This is an optimization exercise on Yosys and OpenROAD, whose aim is small area, a short achievable clock period and few clock cycles per item, not a production implementation.
No run shown here included a check of the RTL's function; only the layout flow was run.

==> design/flow/design.v <==
package samplerz_pkg;
  localparam logic [15:0] INV_SIGMA_MAX_SQR_DIV_2 = 16'h269F;
  localparam logic [15:0] SIGMA_MIN_512  = 16'hA390;
  localparam logic [15:0] SIGMA_MIN_1024 = 16'hA62E;
  localparam logic [32*8-1:0] EXP_NEG_TABLE = {
    8'd5,   8'd6,   8'd7,   8'd8,   8'd9,   8'd10,  8'd11,  8'd13,
    8'd14,  8'd16,  8'd19,  8'd21,  8'd24,  8'd27,  8'd31,  8'd35,
    8'd39,  8'd44,  8'd50,  8'd57,  8'd65,  8'd73,  8'd83,  8'd94,
    8'd107, 8'd121, 8'd137, 8'd155, 8'd176, 8'd199, 8'd226, 8'd255
  };
endpackage
module samplerz_top (
  input  logic               clk,
  input  logic               rst_n_i,
  input  logic               start_i,
  input  logic [31:0]        mu_i,
  input  logic [15:0]        inv_sigma_prime_i,
  input  logic [15:0]        inv_sigma_sqr_div_2_i,
  input  logic               falcon_type_i,
  input  logic               rand_val_i,
  input  logic [23:0]        rand_cdt_i,
  input  logic               rand_b_i,
  input  logic [7:0]         rand_8_i,
  output logic               dout_val_o,
  output logic signed [15:0] w_o,
  output logic               request_rand_o,
  output logic               busy_o
);
  logic        busy_q;
  logic        ph1_q, ph2_q;    
  logic        take_job;
  logic        hit, acc;
  logic        v1_q, v2_q, v3_q;
  assign busy_o   = busy_q;
  assign take_job = start_i & ~busy_q;
  always_ff @(posedge clk) begin
    if (!rst_n_i) begin
      busy_q         <= 1'b0;
      ph1_q          <= 1'b0;
      ph2_q          <= 1'b0;
      v1_q           <= 1'b0;
      v2_q           <= 1'b0;
      v3_q           <= 1'b0;
      dout_val_o     <= 1'b0;
      request_rand_o <= 1'b0;
    end else begin
      busy_q         <= busy_q ? ~hit : start_i;
      ph1_q          <= take_job;
      ph2_q          <= ph1_q;
      v1_q           <= rand_val_i & busy_q & ~hit;
      v2_q           <= v1_q & ~hit;
      v3_q           <= v2_q & ~hit;
      dout_val_o     <= hit;
      request_rand_o <= v3_q & ~acc;
    end
  end
  logic [15:0] r_q, fmu_q, isq_q, r2_q;   
  logic        ft_q;
  logic [8:0]  ccs_q;
  always_ff @(posedge clk) begin
    if (take_job) begin
      r_q   <= mu_i[15:0];
      fmu_q <= mu_i[31:16];
      isq_q <= inv_sigma_sqr_div_2_i;
      ft_q  <= falcon_type_i;
    end
  end
  logic [3:0] z0_1;
  logic       b_1;
  logic [7:0] r8_1;
  logic [3:0] z0_cnt;
  logic [9:0] th;
  assign th[0] = rand_cdt_i < 24'd10745844;
  assign th[1] = rand_cdt_i < 24'd5559083;
  assign th[2] = rand_cdt_i < 24'd2260429;
  assign th[3] = rand_cdt_i < 24'd708981;
  assign th[4] = rand_cdt_i < 24'd169348;
  assign th[5] = rand_cdt_i < 24'd30538;
  assign th[6] = rand_cdt_i < 24'd4132;
  assign th[7] = rand_cdt_i < 24'd417;
  assign th[8] = rand_cdt_i < 24'd31;
  assign th[9] = rand_cdt_i < 24'd1;
  assign z0_cnt[0] = (th[0] & ~th[1]) | (th[2] & ~th[3]) | (th[4] & ~th[5]) | (th[6] & ~th[7]) | (th[8] & ~th[9]);
  assign z0_cnt[1] = (th[1] & ~th[3]) | (th[5] & ~th[7]) | th[9];
  assign z0_cnt[2] = th[3] & ~th[7];
  assign z0_cnt[3] = th[7];
  always_ff @(posedge clk) begin
    z0_1 <= z0_cnt;
    b_1  <= rand_b_i;
    r8_1 <= rand_8_i;
  end
  logic [3:0]  m;          
  logic [6:0]  zsq;
  logic [22:0] dsq_next;
  logic [22:0] mb_q;       
  logic [3:0]  z0_2;
  logic        b_2;
  logic [7:0]  r8_2;
  assign m   = z0_1 + {3'd0, b_1};
  assign zsq = m * m;
  logic [15:0] rb;
  logic [15:0] f0, f1, f2, f3;
  assign rb = r_q ^ {16{b_1}};
  assign f0 = m[0] ? rb : {16{b_1}};
  assign f1 = m[1] ? rb : {16{b_1}};
  assign f2 = m[2] ? rb : {16{b_1}};
  assign f3 = m[3] ? rb : {16{b_1}};
  assign dsq_next = {zsq, r2_q}
                  + {6'd0, f0, 1'b0} + {5'd0, f1, 2'b0} + {4'd0, f2, 3'b0} + {3'd0, f3, 4'b0}
                  + (b_1 ? 23'd6422558 : 23'd0);
  always_ff @(posedge clk) begin
    if (take_job)   mb_q <= {7'd0, mu_i[15:0]};
    else if (ph1_q) mb_q <= {7'd0, r2_q};   
    else            mb_q <= dsq_next;
    z0_2 <= z0_1;
    b_2  <= b_1;
    r8_2 <= r8_1;
  end
  logic [15:0] ma;
  logic [24:0] np2;
  logic [40:0] t;
  logic [4:0]  k_3;
  logic        ok_3;
  logic [3:0]  z0_3;
  logic        b_3;
  logic [7:0]  r8_3;
  assign ma = ph1_q ? r_q
            : ph2_q ? (ft_q ? samplerz_pkg::SIGMA_MIN_1024 : samplerz_pkg::SIGMA_MIN_512)
            : isq_q;
  logic [17:0] ax;
  logic [7:0]  one, two, neg;
  logic [23:0] bx;
  logic [24:0] row [8];
  assign ax = {1'b0, ma, 1'b0};
  assign bx = {mb_q, 1'b0};
  always_comb begin
    for (int i = 0; i < 8; i++) begin
      one[i] = ax[2*i+1] ^ ax[2*i];
      two[i] = (ax[2*i+2] & ~ax[2*i+1] & ~ax[2*i]) | (~ax[2*i+2] & ax[2*i+1] & ax[2*i]);
      neg[i] = ax[2*i+2];
      for (int j = 0; j < 24; j++) begin
        row[i][j] = ((one[i] & (j < 23 ? mb_q[j < 23 ? j : 0] : 1'b0)) | (two[i] & bx[j])) ^ neg[i];
      end
      row[i][24] = ~neg[i];
    end
  end
  always_comb begin
    case (z0_2)
      4'd1:    np2 = 25'd33544545;
      4'd2:    np2 = 25'd33514884;
      4'd3:    np2 = 25'd33465449;
      4'd4:    np2 = 25'd33396240;
      4'd5:    np2 = 25'd33307257;
      4'd6:    np2 = 25'd33198500;
      4'd7:    np2 = 25'd33069969;
      4'd8:    np2 = 25'd32921664;
      4'd9:    np2 = 25'd32753585;
      4'd10:   np2 = 25'd32565732;
      default: np2 = 25'd0;
    endcase
    if (ph1_q | ph2_q) np2 = 25'd0;
  end
  localparam logic [40:0] BOOTH_K = 41'h2_0000_0000_00 - 41'h0_0055_5500_0000;
  assign t = {16'd0, row[0]}        + {14'd0, row[1], 2'd0}  + {12'd0, row[2], 4'd0}
           + {10'd0, row[3], 6'd0}  + {8'd0, row[4], 8'd0}   + {6'd0, row[5], 10'd0}
           + {4'd0, row[6], 12'd0}  + {2'd0, row[7], 14'd0}
           + {2'd0, ma[15] ? mb_q : 23'd0, 16'd0}
           + {26'd0, neg[7], 1'b0, neg[6], 1'b0, neg[5], 1'b0, neg[4], 1'b0,
                     neg[3], 1'b0, neg[2], 1'b0, neg[1], 1'b0, neg[0]}
           + BOOTH_K
           + {np2, 16'd0};
  always_ff @(posedge clk) begin
    if (take_job)   r2_q <= inv_sigma_prime_i;
    else if (ph1_q) r2_q <= t[31:16];
    if (ph2_q) ccs_q <= (t[31:23] > 9'd256) ? 9'd256 : t[31:23];
    k_3  <= t[40] ? 5'd0 : t[33:29];
    ok_3 <= t[40] | ~|t[39:34];
    z0_3 <= z0_2;
    b_3  <= b_2;
    r8_3 <= r8_2;
  end
  logic [7:0]  ev;
  logic [17:0] prod;
  logic [4:0]  z_3;
  assign ev   = ok_3 ? samplerz_pkg::EXP_NEG_TABLE[k_3*8 +: 8] : 8'd0;
  assign prod = ev * ccs_q - {r8_3, 8'hff} - 18'd1;
  assign acc  = ~prod[17];
  assign hit  = v3_q & acc;
  assign z_3  = b_3 ? {1'b0, z0_3 + 4'd1} : 5'd0 - {1'b0, z0_3};
  always_ff @(posedge clk) begin
    if (v3_q) w_o <= fmu_q + {{11{z_3[4]}}, z_3};
  end
endmodule
==> design/flow/run.sh <==
#!/bin/bash
# synth_recipe.tcl (not shown) runs the flow's synth.tcl, then flattens the netlist and writes it again
# the make line also repeats each setting of config.mk as NAME=value (left out here)
make -C /OpenROAD-flow-scripts/flow DESIGN_CONFIG=/design/flow/config.mk WORK_HOME=/design/flow/orfs CLKGATE_MAP_FILE= SYNTH_SCRIPT=/design/flow/synth_recipe.tcl finish
==> design/flow/config.mk <==
export PLATFORM = sky130hd
export DESIGN_NAME = samplerz_top
export DESIGN_NICKNAME = samplerz_top
export VERILOG_FILES = /design/flow/design.v
export SDC_FILE = /design/flow/constraint.sdc
export NUM_CORES = 4
export LEC_CHECK = 0
export CAP_MARGIN = 20
export CORE_MARGIN = 2
export CORE_UTILIZATION = 40
export SETUP_SLACK_MARGIN = 5
export SLEW_MARGIN = 20
==> design/flow/constraint.sdc <==
create_clock -name core_clock -period 11.0 [get_ports {clk}]
set_input_delay 2.2000 -clock core_clock [delete_from_list [all_inputs] [get_ports {clk}]]
set_output_delay 2.2000 -clock core_clock [all_outputs]
set_load 0.01 [all_outputs]
==> run summary, run 1 <==
- Die Y: 253 um
- Boundary pin count: 121
- Inserted Diodes: 0
- Syn avg cell area: slightly above 8 sq um
- Starting density of the core: between 40% and 50%
- Vias per cell: 5.98
- DP HPWL: between 60000 and 70000 um
- Most common cell after layout, fill and taps aside: nand2_1
- Routed WL: slightly above 90000 um
- Layout cell share with drive strength beyond 1: a little under a fifth
- Netlist cell types: 72
- Total track usage: 28.4%
- Hold Crit Start: r8_2[6]
- Vias in the first global route: 23.4k
- Post-DR wirelength/cell: 23.3 um
- Number of routed nets with antenna violations: 0
- Slew headroom: 35.9%
- Critical path type: reg2reg
- CTS Buf Count: 17
- Worst-Margin Slew: 0.962 ns
- Initial antenna violation count: 0
- Total clock sinks: 185
- Asr flop ratio synth: 0%
- Worst EP arrival: 7.60 ns
- Busiest grt layer: met2
- Pins over their slew limit: 0
- Clock root cell: clkbuf_16
- Via count: 23.7k
- Yosys reg bits: between 150 and 200
- Final GP Congestion: around 0.95
- CP Data Required Time: 11.39 ns
- Nets: 3755
- Clk buf depth: 2
- Met1 Use GR: 36.4%
- Hold Fails Final Rpt: 0
- Max H-tree Level: 4
- Synthesized area: 24700 sq um
- Core box area: 61400 sq um
- Tmin final: a little over 7 ns
- Post-synthesis net count: 3587
- Row count: 91
- Skew final: 0.0120 ns
- Commonest cells after routing, fill and taps aside: 447 x nand2_1, 302 x inv_1, 257 x fa_1
- Part of the Yosys area used for sequential elements: around a fifth
- Cts hold-fix bufs: 0
- Die area: 63800 sq um
- Initial DRT Pass Iterations: 6
- GR Util met3: 5.72%
- Buffers on Ports: 120
- Remaining global-route overflow: 0
- Crit path from: ft_q
- Worst hold path class: reg2reg
- Initial DRC count: 2568
- CP peak stage delay: just under 0.6 ns
- M2 GR Usage: 45.4%
- Unrepaired setup endpoints after global routing: true
- Number of max-cap violations: 0
- Reg clk slew, reported paths: 0.08 ns
- Area growth, synth to finish: 26.9%
- Fin util: 51.1%
- Run status: no timing/DRC/antenna violations
- CP endpoint kind: register
- FF-to-FF Start: ft_q
- Syn. warnings: 3
- Die X: 253 um
- TritonCTS clock tree: done
- Slowest CP cell: fa_2
- Critical-path maximum fanout: 9
- First-pass GRT wire length: 139000 um
- Remaining routing DRC violations: 0
- Number of fillers in the final layout: 5602
- Endpoints failing setup: 0
- Startpoint Class: register
- Syn Inst Count: between 2k and 3k
- Largest net degree at the start of global routing: 48
- Post-synth EDFFs: 90
- Period utilization: between 60% and 70%
- Main synth FF type: dfxtp_1
- Sum Neg Setup Slack: 0 ns
- Later-pin clock latency in the skew report: 0.46 ns
- FMAX: 0.139 GHz
## per-stage QoR
stage	cells	hold slack, ns	worst slack, ns	instance area (sq um)
floorplan	2990	0.310	4.50	25700
global placement	3730	0.311	1.82	27200
detailed placement	3730	0.312	1.79	27200
CTS	3912	0.329	4.12	30400
global route	3961	0.332	3.62	31400
finish	3961	0.328	3.79	31400
## metal layers
metal  part of all wire [%]  routed length, um
met1                     39              35900
met2                     45              41800
met3                    9.6               8870
met4                    6.1               5590
met5                      0                  0
## cells in the mapped netlist, types with 21 or more instances
cell type	number	area share [%]
nand2_1	462	7.0
inv_1	325	4.9
fa_1	276	22
a21oi_1	242	4.9
nor2_1	232	3.5
ha_1	219	11
clkbuf_1	202	3.1
o21ai_0	154	3.1
dfxtp_1	95	7.7
xnor2_1	95	3.4
edfxtp_1	90	11
a221oi_1	87	3.1
a22oi_1	74	2.2
and2_1	62	1.6
a21o_1	29	0.88
nor3_1	29	0.59
nand3_1	25	0.51
nor2b_1	23	0.58
mux2i_1	21	0.85
## cells by family after synthesis
| family | synth area share, % |
|---|---|
| AOI/OAI and AO/OA | 19.3 |
| xor gates and xnor gates | 4.07 |
| adders and majority gates | 33.4 |
| buffers and inverters | 8.31 |
| DFF | 18.6 |
| muxes | 0.941 |
| and+or+nand+nor | 15.3 |
## final timing paths
check,endpoint,slack [ns],cells after the start
setup / recovery,k_3[2],3.79,28
hold / removal,r8_3[6],0.33,0
setup reg to reg,k_3[2],3.79,28
hold reg to reg,r8_3[6],0.33,0
## repair_timing
action,CTS,global route
setup buffers,119,45
pin swaps,100,81
gates resized for setup,262,132
endpoints found under the setup margin,41,43
gates cloned,31,4
## area by class of cell
cell class,instances,area (sq um),share of cell area (%)
inverter,328,1300,4.16
timing repair inverter,2,12.5,0.0399
timing repair buffer,348,3760,12.0
clock buffer,18,429,1.37
sequential,185,4630,14.8
tap,790,988,3.15
clock inverter,14,133,0.423
multi-input combinational,2276,20100,64.1
## worst max-delay path: cells and delay by family, from the launching register on
family	cells	cell delay (ns)
flops	1	0.35
simple gates	7	1.45
compound gates	7	1.53
fa+ha+maj	6	2.83
buf+inv	8	0.95
==> run 2, diff against run 1 <==
--- a/design/flow/design.v
+++ b/design/flow/design.v
@@ -66,6 +66,7 @@
     end
   end
   logic [3:0] z0_1;
+  logic [3:0] m_1;    
   logic       b_1;
   logic [7:0] r8_1;
   logic [3:0] z0_cnt;
@@ -86,6 +87,7 @@
   assign z0_cnt[3] = th[7];
   always_ff @(posedge clk) begin
     z0_1 <= z0_cnt;
+    m_1  <= z0_cnt + {3'd0, rand_b_i};
     b_1  <= rand_b_i;
     r8_1 <= rand_8_i;
   end
@@ -96,7 +98,7 @@
   logic [3:0]  z0_2;
   logic        b_2;
   logic [7:0]  r8_2;
-  assign m   = z0_1 + {3'd0, b_1};
+  assign m   = m_1;
   assign zsq = m * m;
   logic [15:0] rb;
   logic [15:0] f0, f1, f2, f3;
@@ -116,7 +118,7 @@
     b_2  <= b_1;
     r8_2 <= r8_1;
   end
-  logic [15:0] ma;
+  logic [15:0] ma_next;
   logic [24:0] np2;
   logic [40:0] t;
   logic [4:0]  k_3;
@@ -124,24 +126,35 @@
   logic [3:0]  z0_3;
   logic        b_3;
   logic [7:0]  r8_3;
-  assign ma = ph1_q ? r_q
-            : ph2_q ? (ft_q ? samplerz_pkg::SIGMA_MIN_1024 : samplerz_pkg::SIGMA_MIN_512)
-            : isq_q;
+  assign ma_next = take_job ? mu_i[15:0]
+                 : ph1_q ? (ft_q ? samplerz_pkg::SIGMA_MIN_1024 : samplerz_pkg::SIGMA_MIN_512)
+                 : isq_q;
   logic [17:0] ax;
-  logic [7:0]  one, two, neg;
+  logic [7:0]  one_d, two_d, neg_d;
+  logic [7:0]  one_q, two_q, neg_q;
+  logic        top_q;
+  assign ax = {1'b0, ma_next, 1'b0};
+  always_comb begin
+    for (int i = 0; i < 8; i++) begin
+      one_d[i] = ax[2*i+1] ^ ax[2*i];
+      two_d[i] = (ax[2*i+2] & ~ax[2*i+1] & ~ax[2*i]) | (~ax[2*i+2] & ax[2*i+1] & ax[2*i]);
+      neg_d[i] = ax[2*i+2];
+    end
+  end
+  always_ff @(posedge clk) begin
+    one_q <= one_d;
+    two_q <= two_d;
+    neg_q <= neg_d;
+    top_q <= ma_next[15];
+  end
   logic [23:0] bx;
-  logic [24:0] row [8];
-  assign ax = {1'b0, ma, 1'b0};
+  logic [23:0] pp [8];
   assign bx = {mb_q, 1'b0};
   always_comb begin
     for (int i = 0; i < 8; i++) begin
-      one[i] = ax[2*i+1] ^ ax[2*i];
-      two[i] = (ax[2*i+2] & ~ax[2*i+1] & ~ax[2*i]) | (~ax[2*i+2] & ax[2*i+1] & ax[2*i]);
-      neg[i] = ax[2*i+2];
       for (int j = 0; j < 24; j++) begin
-        row[i][j] = ((one[i] & (j < 23 ? mb_q[j < 23 ? j : 0] : 1'b0)) | (two[i] & bx[j])) ^ neg[i];
+        pp[i][j] = ((one_q[i] & (j < 23 ? mb_q[j < 23 ? j : 0] : 1'b0)) | (two_q[i] & bx[j])) ^ neg_q[i];
       end
-      row[i][24] = ~neg[i];
     end
   end
   always_comb begin
@@ -160,14 +173,15 @@
     endcase
     if (ph1_q | ph2_q) np2 = 25'd0;
   end
-  localparam logic [40:0] BOOTH_K = 41'h2_0000_0000_00 - 41'h0_0055_5500_0000;
-  assign t = {16'd0, row[0]}        + {14'd0, row[1], 2'd0}  + {12'd0, row[2], 4'd0}
-           + {10'd0, row[3], 6'd0}  + {8'd0, row[4], 8'd0}   + {6'd0, row[5], 10'd0}
-           + {4'd0, row[6], 12'd0}  + {2'd0, row[7], 14'd0}
-           + {2'd0, ma[15] ? mb_q : 23'd0, 16'd0}
-           + {26'd0, neg[7], 1'b0, neg[6], 1'b0, neg[5], 1'b0, neg[4], 1'b0,
-                     neg[3], 1'b0, neg[2], 1'b0, neg[1], 1'b0, neg[0]}
-           + BOOTH_K
+  assign t = {14'd0, ~neg_q[0], neg_q[0], neg_q[0], pp[0]}
+           + {13'd0, 1'b1, ~neg_q[1], pp[1], 1'b0, neg_q[0]}
+           + {11'd0, 1'b1, ~neg_q[2], pp[2], 1'b0, neg_q[1], 2'd0}
+           + {9'd0,  1'b1, ~neg_q[3], pp[3], 1'b0, neg_q[2], 4'd0}
+           + {7'd0,  1'b1, ~neg_q[4], pp[4], 1'b0, neg_q[3], 6'd0}
+           + {5'd0,  1'b1, ~neg_q[5], pp[5], 1'b0, neg_q[4], 8'd0}
+           + {3'd0,  1'b1, ~neg_q[6], pp[6], 1'b0, neg_q[5], 10'd0}
+           + {       2'b11, ~neg_q[7], pp[7], 1'b0, neg_q[6], 12'd0}
+           + {2'd0, top_q ? mb_q : 23'd0, 1'b0, neg_q[7], 14'd0}
            + {np2, 16'd0};
   always_ff @(posedge clk) begin
     if (take_job)   r2_q <= inv_sigma_prime_i;
==> run 2 against run 1 <==
Against the previous run: still clean on timing, DRC and antenna; via count decreased by 19%; design area down 6.0%; final cell count is 11% lower; worst setup slack worse by 1.1 ns; sequential cell count is 28 higher; global-route usage decreased by 6.7 points; critical endpoint is now k_3[3].
==> run summary, run 2 <==
- Run status: no timing/DRC/antenna violations
- Critical path type: reg2reg
- Non-Filler Instances: 3539
- Startpoint Class: register
- Initial DRT Pass Iterations: 5
- Area growth, synth to finish: 23.7%
- Most frequent cell after synthesis: inv_1
- Starting density of the core: between 40% and 50%
- Worst-Margin Slew: around 1.0 ns
- Number of routed nets with antenna violations: 0
- Via count: about 19k
- Largest net degree at the start of global routing: 80
- Tmin final: between 8 and 9 ns
- Worst EP arrival: about 8.7 ns
- Die Y: 248 um
- Remaining global-route overflow: 0
- Max H-tree Level: 1
- Vias in the first global route: between 15k and 20k
- Synth cell count leaders: 342 x inv_1, 284 x xnor2_1, 257 x fa_1
- Reg-to-reg setup timing slack: 2.68 ns
- FF-to-FF End: k_3[3]
- Layout cell share with drive strength beyond 1: 17.6%
- Post-synth EDFFs: 90
- FF-to-FF Start: mb_q[7]
- Worst hold path class: reg2reg
- Asr flop ratio synth: 0%
- Yosys reg bits: ~210
- Unrepaired setup endpoints after global routing: true
- Core box area: 59000 sq um
- Initial antenna violation count: 1
- Max reg flops: 23
- Sum Neg Setup Slack: 0 ns
- Part of the Yosys area used for sequential elements: 21.7%
- Initial DRC count: 1343
- Remaining routing DRC violations: 0
- Most common cell after layout, fill and taps aside: inv_1
- Later-pin clock latency in the skew report: 0.55 ns
- Post-DR wirelength/cell: 19.1 um
- R2R depth: 36
- FMAX: 0.120 GHz
- Top post-synthesis cells by area: fa_1 22%, edfxtp_1 11%, ha_1 11%, xnor2_1 10%, dfxtp_1 10%
- TritonCTS clock tree: done
- Synth area leader: fa_1
- Buffers on Ports: 120
- Total clock sinks: between 200 and 250
- DP HPWL: between 40000 and 50000 um
- Row count: 89
- Clk buf depth: 3
- Synthesized area: 23800 sq um
- Hold Fails Final Rpt: 0
- Boundary pin count: 121
- Number of max-cap violations: 0
- Post-synth top area share: 21.6%
- Die X: 248 um
- Skew final: 0.0189 ns
- Vias per cell: 5.40
- Endpoints failing setup: 0
- Period utilization: about three quarters
- Main synth FF type: dfxtp_1
- Most flops, register: mb_q
- Number of fillers in the final layout: 5323
- Nets: 3315
- Post-synthesis net count: 3134
- Total track usage: 21.7%
- Final GP Congestion: around 0.9
- Critical-path maximum fanout: 6
- First-pass GRT wire length: 105000 um
- Cts hold-fix bufs: 0
- Reg clk slew, reported paths: 0.06 ns
- Cells after DPL: roughly 3.3k
- Slew headroom: around 31%
- Clock root cell: clkbuf_16
- Syn. warnings: 2
- CTS Buf Count: 24
- Crit path from: mb_q[7]
- Routed WL: 67500 um
- CP endpoint kind: register
- Slowest CP cell: fa_1
- CP peak stage delay: about 0.5 ns
- Commonest cells after routing, fill and taps aside: 326 x inv_1, 263 x xnor2_1, 255 x fa_1
- Crit path capture: k_3[3]
- CP Data Required Time: 11.41 ns
- CP most frequent cell: fa_1
- Die area: 61600 sq um
- Syn avg cell area: about 9.3 sq um
- Syn Inst Count: about 2.6k
- WHS: ~0.32 ns
- Netlist cell types: 74
- Pins over their slew limit: 0
[run 2: changes by cell type in the layout (fill, tap and decap cells not counted), sizes merged, moves of 28 or more]
cell,previous run,this run
a21oi,242,97
a221oi,87,3
a22oi,74,175
buf,218,182
dfxtp,95,123
nand2,462,239
nor2,236,117
o21ai,159,77
xnor2,95,284
xor2,20,50
[run 2: worst min path at each step]
stage | start | to | slack, ns | depth (start not counted)
floorplan | b_2 | b_3 | 0.31 | 0
global placement | r8_2[2] | r8_3[2] | 0.31 | 0
detailed placement | r8_1[1] | r8_2[1] | 0.31 | 0
CTS | z0_2[0] | z0_3[0] | 0.32 | 0
global route | r8_1[1] | r8_2[1] | 0.33 | 0
finish | z0_2[0] | z0_3[0] | 0.32 | 0
[run 2: cell type report]
type / count / area, sq um / share of cell area (%)
Inverter: 344 / 1290 / 4.39
Multi-Input combinational cell: 1860 / 18100 / 61.4
Timing Repair Buffer: 304 / 3020 / 10.2
Tap cell: 773 / 967 / 3.28
Antenna cell: 1 / 2.50 / 0.00848
Sequential cell: 213 / 5310 / 18.0
Clock buffer: 34 / 673 / 2.28
Clock inverter: 10 / 113 / 0.382
[run 2: per-stage QoR]
step	worst slack [ns]	utilization [%]	area (sq um)
after floorplan	3.27	-	24500
after global placement	1.87	44.1	26000
after detailed placement	1.70	44.1	26000
after CTS	2.70	47.9	28300
after global routing	2.41	50.0	29500
final	2.68	50.0	29500
[run 2: timing repair]
| item | in CTS | in global routing |
|---|---|---|
| setup buffers | 85 | 62 |
| setup endpoints to repair | 43 | 45 |
| pin swaps | 65 | 128 |
| gates cloned | 2 | 2 |
| resized for setup | 188 | 133 |
| endpoints found under the hold margin | 0 | 0 |
[run 2: layer usage]
layer / wire length [um] / vias to the layer above / GRT usage (%)
met5: 0 / - / 0
met1: 27700 / 9503 / 28.4
met2: 33500 / 618 / 37.4
met3: 3990 / 143 / 2.21
li1: - / 8857 / -
met4: 2380 / 0 / 7.35
[run 2: worst max-delay path, delay by kind of cell, from the launching register on]
family,cells,cell delay [ns]
AOI/OAI and AO/OA,15,3.01
DFF,1,0.37
xor gates and xnor gates,2,0.22
buffers and inverters,7,0.67
and+or+nand+nor,4,0.47
adders and majority gates,8,3.42
[run 2: logic make-up after synthesis]
logic type | share of synthesized area (%)
mux | 0.845
buf+inv | 7.81
flops | 21.7
compound gates | 14.4
fa+ha+maj | 32.5
xor+xnor | 12.4
simple gates | 10.3
==> run 3, diff against run 2 <==
--- a/design/flow/config.mk
+++ b/design/flow/config.mk
@@ -8,5 +8,5 @@
 export CAP_MARGIN = 20
 export CORE_MARGIN = 2
 export CORE_UTILIZATION = 40
-export SETUP_SLACK_MARGIN = 5
+export SETUP_SLACK_MARGIN = 3
 export SLEW_MARGIN = 20
==> run 3 against run 2 <==
Against the previous run: first-iteration DRC count grew 2.5%; worst hold slack worse by 0.0026 ns; via count fell by 1.4%; final cell count shrank 0.59%; critical endpoint is now r2_q[15]; global-route usage about the same; sequential share of layout area increased by 0.50 points; fmax down 0.54%; design area decreased by 2.8%; synthesized cell count unchanged.
==> run summary, run 3 <==
- Syn avg cell area: 9.29 sq um
- Initial DRC count: between 1k and 1.5k
- Worst EP arrival: 8.64 ns
- CP Data Required Time: 11.28 ns
- Initial antenna violation count: 3
- Most frequent cell after synthesis: inv_1
- Top post-synthesis cells by area: fa_1 22%, edfxtp_1 11%, ha_1 11%, xnor2_1 10%, dfxtp_1 10%
- Sum Neg Setup Slack: 0 ns
- CP most frequent cell: fa_1
- Slew headroom: between 30% and 40%
- Max reg flops: 23
- Vias per cell: 5.36
- Clock root cell: clkbuf_16
- CP peak stage delay: around 0.57 ns
- Buffers on Ports: 120
- Post-synth top area share: between 20% and 30%
- Die Y: 248 um
- Critical path type: reg2reg
- Worst-Margin Slew: 0.989 ns
- Period utilization: 76.1%
- FMAX: 0.120 GHz
- Remaining global-route overflow: 0
- First-pass GRT wire length: 105000 um
- TritonCTS clock tree: done
- Unrepaired setup endpoints after global routing: true
- Non-Filler Instances: 3518
- DP HPWL: 49000 um
- Synth cell count leaders: 342 x inv_1, 284 x xnor2_1, 257 x fa_1
- Max H-tree Level: 1
- Critical-path maximum fanout: 11
- Main synth FF type: dfxtp_1
- Row count: 89
- Number of max-cap violations: 0
- Routed WL: 66900 um
- Fin util: roughly half
- Startpoint Class: register
- Synthesized area: ~24000 sq um
- Part of the Yosys area used for sequential elements: 21.7%
- Netlist cell types: 74
- Final GP Congestion: slightly below 0.9
- Boundary pin count: 121
- Number of fillers in the final layout: 5387
- Post-synthesis net count: 3134
- Total clock sinks: 213
- Reg clk slew, reported paths: 0.06 ns
- Endpoints failing setup: 0
- Number of routed nets with antenna violations: 0
- Asr flop ratio synth: 0%
- Core box area: 59000 sq um
- Remaining routing DRC violations: 0
- Cells after DPL: 3350
- Commonest cells after routing, fill and taps aside: 337 x inv_1, 274 x xnor2_1, 252 x fa_1
- Worst hold path class: reg2reg
- Die area: 61600 sq um
- Starting density of the core: 40.4%
- Pins over their slew limit: 0
- Slowest CP cell: fa_1
- Clk buf depth: 3
- Hold Fails Final Rpt: 0
- Die X: 248 um
- Post-DR wirelength/cell: approximately 19 um
- Layout cell share with drive strength beyond 1: 14.0%
- Most common cell after layout, fill and taps aside: inv_1
- Skew final: 0.0366 ns
- Yosys reg bits: 213
- Syn Inst Count: 2566
- Vias in the first global route: 19.3k
- Synth area leader: fa_1
- CP endpoint kind: register
- Syn. warnings: 2
- Initial DRT Pass Iterations: 6
- Tmin final: 8.37 ns
- Total track usage: 21.7%
- Most flops, register: mb_q
- Nets: 3292
- Largest net degree at the start of global routing: 80
- Area growth, synth to finish: 20.2%
- CTS Buf Count: 25
- Run status: no timing/DRC/antenna violations
- Later-pin clock latency in the skew report: 0.56 ns
- Via count: 18.9k
- Post-synth EDFFs: 90
run 3: metal layers:
| layer | GRT usage, % | part of all wire [%] | up-vias |
|---|---|---|---|
| li1 | - | - | 8808 |
| met1 | 28.4 | 42 | 9316 |
| met2 | 36.5 | 48 | 592 |
| met3 | 3.18 | 6.0 | 142 |
| met4 | 8.02 | 3.7 | 0 |
| met5 | 0 | 0 | - |
run 3: logic make-up (layout without fill, tap and decap cells):
group                      after synthesis  in the layout  share of synthesized area, %
muxes                                   17             17                         0.845
and+or+nand+nor                        542            542                          10.3
buffers and inverters                  493            669                          7.81
AOI/OAI and AO/OA                      500            500                          14.4
DFF                                    213            213                          21.7
xor gates and xnor gates               335            335                          12.4
other                                    0              3                             0
adders and majority gates              466            466                          32.5
run 3: final timing paths:
path              startpoint  endpoint  slack (ns)  cells after the start
setup / recovery     mb_q[4]  r2_q[15]        2.63                     36
hold / removal       r8_2[4]   r8_3[4]        0.32                      0
setup reg to reg     mb_q[4]  r2_q[15]        2.63                     36
hold reg to reg      r8_2[4]   r8_3[4]        0.32                      0
run 3: what timing repair did:
action / CTS / global route
hold buffers: 0 / 0
gates resized for setup: 155 / 77
buffers inserted: 86 / 33
endpoints found under the setup margin: 27 / 25
pin swaps: 75 / 80
cloned: 0 / 1
run 3: through the flow:
stage | hold WS [ns] | setup WS, ns | instance area, sq um
2_1_floorplan | 0.310 | 3.02 | 24100
3_3_place_gp | 0.311 | 1.75 | 25800
3_5_place_dp | 0.312 | 1.50 | 25800
4_1_cts | 0.321 | 2.59 | 28000
5_1_grt | 0.326 | 2.30 | 28700
6_report | 0.322 | 2.63 | 28700
run 3: area by class of cell:
type                            instances  area (sq um)  area share [%]
Antenna cell                            3          7.51          0.0262
Clock inverter                         11          90.1           0.314
Sequential cell                       213          5300            18.5
Inverter                              344          1290            4.51
Tap cell                              773           967            3.37
Timing Repair Buffer                  280          2650            9.24
Multi-Input combinational cell       1860         17600            61.4
Clock buffer                           34           741            2.58
run 3: critical path, delay by kind of cell, from the launching register on:
kind | cells | cell delay, ns
simple gates | 6 | 0.38
xor+xnor | 3 | 0.55
flops | 1 | 0.39
buf+inv | 7 | 0.82
compound gates | 12 | 2.28
fa+ha+maj | 8 | 3.64

[what the ideal ports hide]
In the flow no input, the clock included, has a driving cell. The finished layouts below were timed again as built, in two steps.
Step 1 assumes that a clkbuf_16 drives the clock port and a buf_2 every other input.
Step 2 adds t to the input delays and takes it off the output delays; t is the mean of the earliest and latest rising clock arrival at the registers after step 1. Input paths then give back, and output paths get back, about the clock's delay inside the block.
Slacks: ideal ports / drivers / drivers and shift; pairs: ideal ports / drivers.
| run | t (ns) | setup WS [ns] | worst setup path at the end | worst data-port slew with drivers (ns) |
|---|---|---|---|---|
| run 1 | 0.499 | 3.793 / 3.793 / 3.793 | register to register | 0.05 |
| run 2 | 0.597 | 2.679 / 2.679 / 2.679 | register to register | 0.10 |
| run 3 | 0.599 | 2.634 / 2.634 / 2.634 | register to register | 0.10 |
After both steps setup and hold are still met in every run listed.
